Background: an optimization exercise with open tools, aiming at small area, a short achievable clock period and few clock cycles per item. Do not read the settings as production practice.

==> wip/sierra <==
// julia_render
module julia_render #(
    parameter int H_PIXELS = 64,
    parameter int V_PIXELS = 48,
    parameter int MAX_ITER = 255,
    parameter int FRAC     = 14
) (
    input  logic               clock,
    input  logic               reset,
    input  logic               valid,
    input  logic signed [17:0] c_real,
    input  logic signed [17:0] c_comp,
    input  logic signed [17:0] x,
    input  logic signed [17:0] y,
    input  logic signed [17:0] scale,
    output logic [18:0]        wr_addr,
    output logic [7:0]         wr_data,
    output logic               wr_en,
    input  logic               wr_ready,
    output logic               busy,
    output logic               done
);
clock: 12.0 ns
lec_check: 0
cap_margin: 20
core_margin: 2
core_utilization: 40
slew_margin: 20
standard.sh (not shown) runs the stock make flow with config.mk's settings and CLKGATE_MAP_FILE= SYNTH_SCRIPT=/design/flow/synth_recipe.tcl, a recipe that flattens the netlist after the stock synthesis.
==> flow/flow/run.sh <==
#!/bin/bash
set -euo pipefail
bash standard.sh SETUP_SLACK_MARGIN=8 finish > standard_make.log 2>&1
==> wip/juniper (differences from wip/sierra) <==
--- a/flow/design.v
+++ b/flow/design.v
@@ -50,15 +50,15 @@
     logic [7:0]  it0_q;
     logic [11:0] a0_q;
     logic        v1_q, p1_q, in1_q, per1_q, cap1_q;
     logic [17:0] s1r_q, s1i_q;
     logic [7:0]  it1_q;
     logic [11:0] a1_q;
     logic [31:0] xa_q, xb_q;
-    logic [30:0] ya_q, yb_q, yc_q;
+    logic [30:0] ya_q, yb_q;
     logic [31:0] ea_q, eb_q;
     logic        ov_q, kv_q;
     logic [11:0] oa_q, ka_q;
     logic [7:0]  od_q, kd_q;
     logic        valid_q, busy_q, run_q, done_q;
     logic [15:0] dr, di;
     assign dr = zr_q[15:0];
@@ -1959,34 +1959,146 @@
     wire t_854;
     assign t_853 = ~bop6[15] ^ bop7[13];
     assign t_854 = ~bop6[15] & bop7[13];
     wire t_855;
     wire t_856;
     assign t_855 = ~bop6[16] ^ bop7[14];
     assign t_856 = ~bop6[16] & bop7[14];
-    wire [30:0] ya;
-    assign ya = {bop7[15], ~bop7[15], bop6[15], t_806, t_805, t_800, t_799, t_794, t_790, t_789, t_785, t_781, t_777, t_773, t_769, t_765, t_761, t_757, t_753, t_749, t_745, t_739, t_735, t_733, t_731, bop2[1], bon2, bop0[3], bon1, bop0[1], bon0};
-    wire [30:0] yb;
-    assign yb = {~bop7[16], t_856, t_854, t_853, t_850, t_849, t_846, t_845, t_843, t_840, t_838, t_836, t_834, t_832, t_830, t_828, t_826, t_824, t_822, t_820, t_818, t_816, t_814, t_812, t_810, t_808, bop2[0], bop1[1], bop0[2], 1'b0, bop0[0]};
-    wire [30:0] yc;
-    assign yc = {1'b0, 1'b0, t_855, t_852, t_851, t_848, t_847, t_844, t_842, t_841, t_839, t_837, t_835, t_833, t_831, t_829, t_827, t_825, t_823, t_821, t_819, t_817, t_815, t_813, t_811, t_809, t_807, 1'b0, bop1[0], 1'b0, 1'b0};
+    wire t_857;
+    wire t_858;
+    assign t_857 = bop0[2] ^ bop1[0];
+    assign t_858 = bop0[2] & bop1[0];
+    wire t_859;
+    wire t_860;
+    assign t_859 = bop0[3] ^ bop1[1];
+    assign t_860 = bop0[3] & bop1[1];
+    wire t_861;
+    wire t_862;
+    assign t_861 = bop2[0] ^ bon2 ^ t_807;
+    assign t_862 = (bop2[0] & bon2) | (t_807 & (bop2[0] ^ bon2));
+    wire t_863;
+    wire t_864;
+    assign t_863 = bop2[1] ^ t_808 ^ t_809;
+    assign t_864 = (bop2[1] & t_808) | (t_809 & (bop2[1] ^ t_808));
+    wire t_865;
+    wire t_866;
+    assign t_865 = t_810 ^ t_731 ^ t_811;
+    assign t_866 = (t_810 & t_731) | (t_811 & (t_810 ^ t_731));
+    wire t_867;
+    wire t_868;
+    assign t_867 = t_733 ^ t_812 ^ t_813;
+    assign t_868 = (t_733 & t_812) | (t_813 & (t_733 ^ t_812));
+    wire t_869;
+    wire t_870;
+    assign t_869 = t_735 ^ t_814 ^ t_815;
+    assign t_870 = (t_735 & t_814) | (t_815 & (t_735 ^ t_814));
+    wire t_871;
+    wire t_872;
+    assign t_871 = t_739 ^ t_816 ^ t_817;
+    assign t_872 = (t_739 & t_816) | (t_817 & (t_739 ^ t_816));
+    wire t_873;
+    wire t_874;
+    assign t_873 = t_745 ^ t_818 ^ t_819;
+    assign t_874 = (t_745 & t_818) | (t_819 & (t_745 ^ t_818));
+    wire t_875;
+    wire t_876;
+    assign t_875 = t_749 ^ t_820 ^ t_821;
+    assign t_876 = (t_749 & t_820) | (t_821 & (t_749 ^ t_820));
+    wire t_877;
+    wire t_878;
+    assign t_877 = t_753 ^ t_822 ^ t_823;
+    assign t_878 = (t_753 & t_822) | (t_823 & (t_753 ^ t_822));
+    wire t_879;
+    wire t_880;
+    assign t_879 = t_757 ^ t_824 ^ t_825;
+    assign t_880 = (t_757 & t_824) | (t_825 & (t_757 ^ t_824));
+    wire t_881;
+    wire t_882;
+    assign t_881 = t_761 ^ t_826 ^ t_827;
+    assign t_882 = (t_761 & t_826) | (t_827 & (t_761 ^ t_826));
+    wire t_883;
+    wire t_884;
+    assign t_883 = t_765 ^ t_828 ^ t_829;
+    assign t_884 = (t_765 & t_828) | (t_829 & (t_765 ^ t_828));
+    wire t_885;
+    wire t_886;
+    assign t_885 = t_769 ^ t_830 ^ t_831;
+    assign t_886 = (t_769 & t_830) | (t_831 & (t_769 ^ t_830));
+    wire t_887;
+    wire t_888;
+    assign t_887 = t_773 ^ t_832 ^ t_833;
+    assign t_888 = (t_773 & t_832) | (t_833 & (t_773 ^ t_832));
+    wire t_889;
+    wire t_890;
+    assign t_889 = t_777 ^ t_834 ^ t_835;
+    assign t_890 = (t_777 & t_834) | (t_835 & (t_777 ^ t_834));
+    wire t_891;
+    wire t_892;
+    assign t_891 = t_781 ^ t_836 ^ t_837;
+    assign t_892 = (t_781 & t_836) | (t_837 & (t_781 ^ t_836));
+    wire t_893;
+    wire t_894;
+    assign t_893 = t_785 ^ t_838 ^ t_839;
+    assign t_894 = (t_785 & t_838) | (t_839 & (t_785 ^ t_838));
+    wire t_895;
+    wire t_896;
+    assign t_895 = t_789 ^ t_840 ^ t_841;
+    assign t_896 = (t_789 & t_840) | (t_841 & (t_789 ^ t_840));
+    wire t_897;
+    wire t_898;
+    assign t_897 = t_790 ^ t_843 ^ t_842;
+    assign t_898 = (t_790 & t_843) | (t_842 & (t_790 ^ t_843));
+    wire t_899;
+    wire t_900;
+    assign t_899 = t_794 ^ t_845 ^ t_844;
+    assign t_900 = (t_794 & t_845) | (t_844 & (t_794 ^ t_845));
+    wire t_901;
+    wire t_902;
+    assign t_901 = t_799 ^ t_846 ^ t_847;
+    assign t_902 = (t_799 & t_846) | (t_847 & (t_799 ^ t_846));
+    wire t_903;
+    wire t_904;
+    assign t_903 = t_800 ^ t_849 ^ t_848;
+    assign t_904 = (t_800 & t_849) | (t_848 & (t_800 ^ t_849));
+    wire t_905;
+    wire t_906;
+    assign t_905 = t_805 ^ t_850 ^ t_851;
+    assign t_906 = (t_805 & t_850) | (t_851 & (t_805 ^ t_850));
+    wire t_907;
+    wire t_908;
+    assign t_907 = t_853 ^ t_806 ^ t_852;
+    assign t_908 = (t_853 & t_806) | (t_852 & (t_853 ^ t_806));
+    wire t_909;
+    wire t_910;
+    assign t_909 = bop6[15] ^ t_854 ^ t_855;
+    assign t_910 = (bop6[15] & t_854) | (t_855 & (bop6[15] ^ t_854));
+    wire t_911;
+    wire t_912;
+    assign t_911 = ~bop7[15] ^ t_856;
+    assign t_912 = ~bop7[15] & t_856;
+    wire t_913;
+    wire t_914;
+    assign t_913 = ~bop7[16] ^ bop7[15];
+    assign t_914 = ~bop7[16] & bop7[15];
+    wire [30:0] ya, yb;
+    assign ya = {t_913, t_911, t_909, t_906, t_905, t_902, t_901, t_899, t_896, t_894, t_892, t_890, t_888, t_886, t_884, t_882, t_880, t_878, t_876, t_874, t_872, t_870, t_868, t_866, t_864, t_862, t_860, t_858, bon1, bop0[1], bon0};
+    assign yb = {t_912, t_910, t_908, t_907, t_904, t_903, t_900, t_898, t_897, t_895, t_893, t_891, t_889, t_887, t_885, t_883, t_881, t_879, t_877, t_875, t_873, t_871, t_869, t_867, t_865, t_863, t_861, t_859, t_857, 1'b0, bop0[0]};
     localparam logic [63:0] MUL3 = 64'b1001001001001001001001001001001001001001001001001001001001001001;
     logic save;
     assign save = (it0_q[1:0] == 2'd0) && MUL3[it0_q[7:2]];
     logic inr, ini, per, cap;
     assign inr = (zr_q[17:15] == 3'b000) || (zr_q[17:15] == 3'b111) || (zr_q == 18'h08000);
     assign ini = (zi_q[17:15] == 3'b000) || (zi_q[17:15] == 3'b111) || (zi_q == 18'h08000);
     assign per = (it0_q != 8'h00) && (zr_q == s0r_q) && (zi_q == s0i_q);
     assign cap = (it0_q == 8'hff);
     always_ff @(posedge clock) begin
         xa_q   <= xa;
         xb_q   <= xb;
         ya_q   <= ya;
         yb_q   <= yb;
-        yc_q   <= yc;
         ea_q   <= ea;
         eb_q   <= eb;
         in1_q  <= inr && ini;
         per1_q <= per;
         cap1_q <= cap;
         it1_q  <= it0_q;
         a1_q   <= a0_q;
@@ -2004,15 +2116,15 @@
     logic [31:0] xs;
     logic [30:0] ys;
     logic [31:0] es;
     logic        escape, fin, can_emit, emit, load;
     logic [7:0]  count;
     assign xs     = xa_q + xb_q + {cr_q, 14'd2};
     assign zr_new = xs[31:14];
-    assign ys     = ya_q + yb_q + yc_q + {ci_q, 13'd0};
+    assign ys     = ya_q + yb_q + {ci_q, 13'd0};
     assign zi_new = ys[30:13];
     assign es     = ea_q + eb_q + 32'hbfff_ffff;
     assign escape = !in1_q || !es[31];
     assign fin    = p1_q || (v1_q && (escape || cap1_q || per1_q));
     assign count  = (v1_q && per1_q) ? 8'hff : it1_q;
     assign can_emit = !kv_q;
     assign emit     = run_q && fin && can_emit;
==> qor summary <==
Count of inverters other than clock inverters in the layout: wip/juniper 548; wip/sierra 512
Detailed-routed wire length on met2: wip/juniper 39000 µm; wip/sierra 40600 µm
Routing usage on met1: wip/juniper 30.1%; wip/sierra 28.2%
Final core utilization: wip/juniper 46.8%; wip/sierra 46.8%
Post-synthesis share of cell area spent on xor and xnor gates: wip/juniper 6.89%; wip/sierra 6.94%
Simple logic cell fraction of the synthesized area: wip/juniper 9.36%; wip/sierra 9.04%
Worst hold slack: wip/juniper 0.285 ns; wip/sierra 0.311 ns
Summed area of non-filler cells in the final layout: wip/juniper 39200 µm²; wip/sierra 39700 µm²
Min Clock Period, post-route: wip/juniper 3.94 ns; wip/sierra 4.03 ns
Status: wip/juniper timing/DRC/antenna clean; wip/sierra timing/DRC/antenna clean
FFs & Latches: wip/juniper 488; wip/sierra 514
CTS resizes: wip/juniper 59; wip/sierra 83
Met3 usage in global routing: wip/juniper 2.32%; wip/sierra 4.34%
Multi-input logic area: wip/juniper 20700 µm²; wip/sierra 20700 µm²
Pre-CTS setup slack: wip/juniper 7.49 ns; wip/sierra 7.49 ns
Clock buffers created by TritonCTS: wip/juniper 55; wip/sierra 58
Pin count of the biggest net entering global routing: wip/juniper 59; wip/sierra 79
Slew headroom: wip/juniper 33.7%; wip/sierra 33.2%
Placed instance area: wip/juniper 36100 µm²; wip/sierra 36500 µm²
Worst EP arrival: wip/juniper 4.49 ns; wip/sierra 4.59 ns
No functional check of the RTL was part of any run of this note.

## static timing again, ports no longer ideal
No port has a modelled driver above. Below, the same layouts with a new extraction and two added sets of constraints. Step 1 sets driving cells, clkbuf_16 on the clock port and buf_2 on the other inputs (assumed; they add their load-dependent delay and slew). Step 2 times the ports against the registers' clock, not the clock port: input delays grow and output delays shrink by t, the midpoint of the rising clock arrivals with the driver on. a / b / c = ideal ports / drivers / drivers and shift; a / b = the first two.
run	t, ns	slack for setup (ns)	hold slack, ns	pins driven straight from the clock port
wip/sierra	0.709	7.965 / 7.965 / 7.965	0.311 / 0.311 / 0.311	1
wip/juniper	0.697	8.064 / 8.006 / 8.064	0.285 / 0.285 / 0.285	1
After both steps every run listed still meets setup and hold.
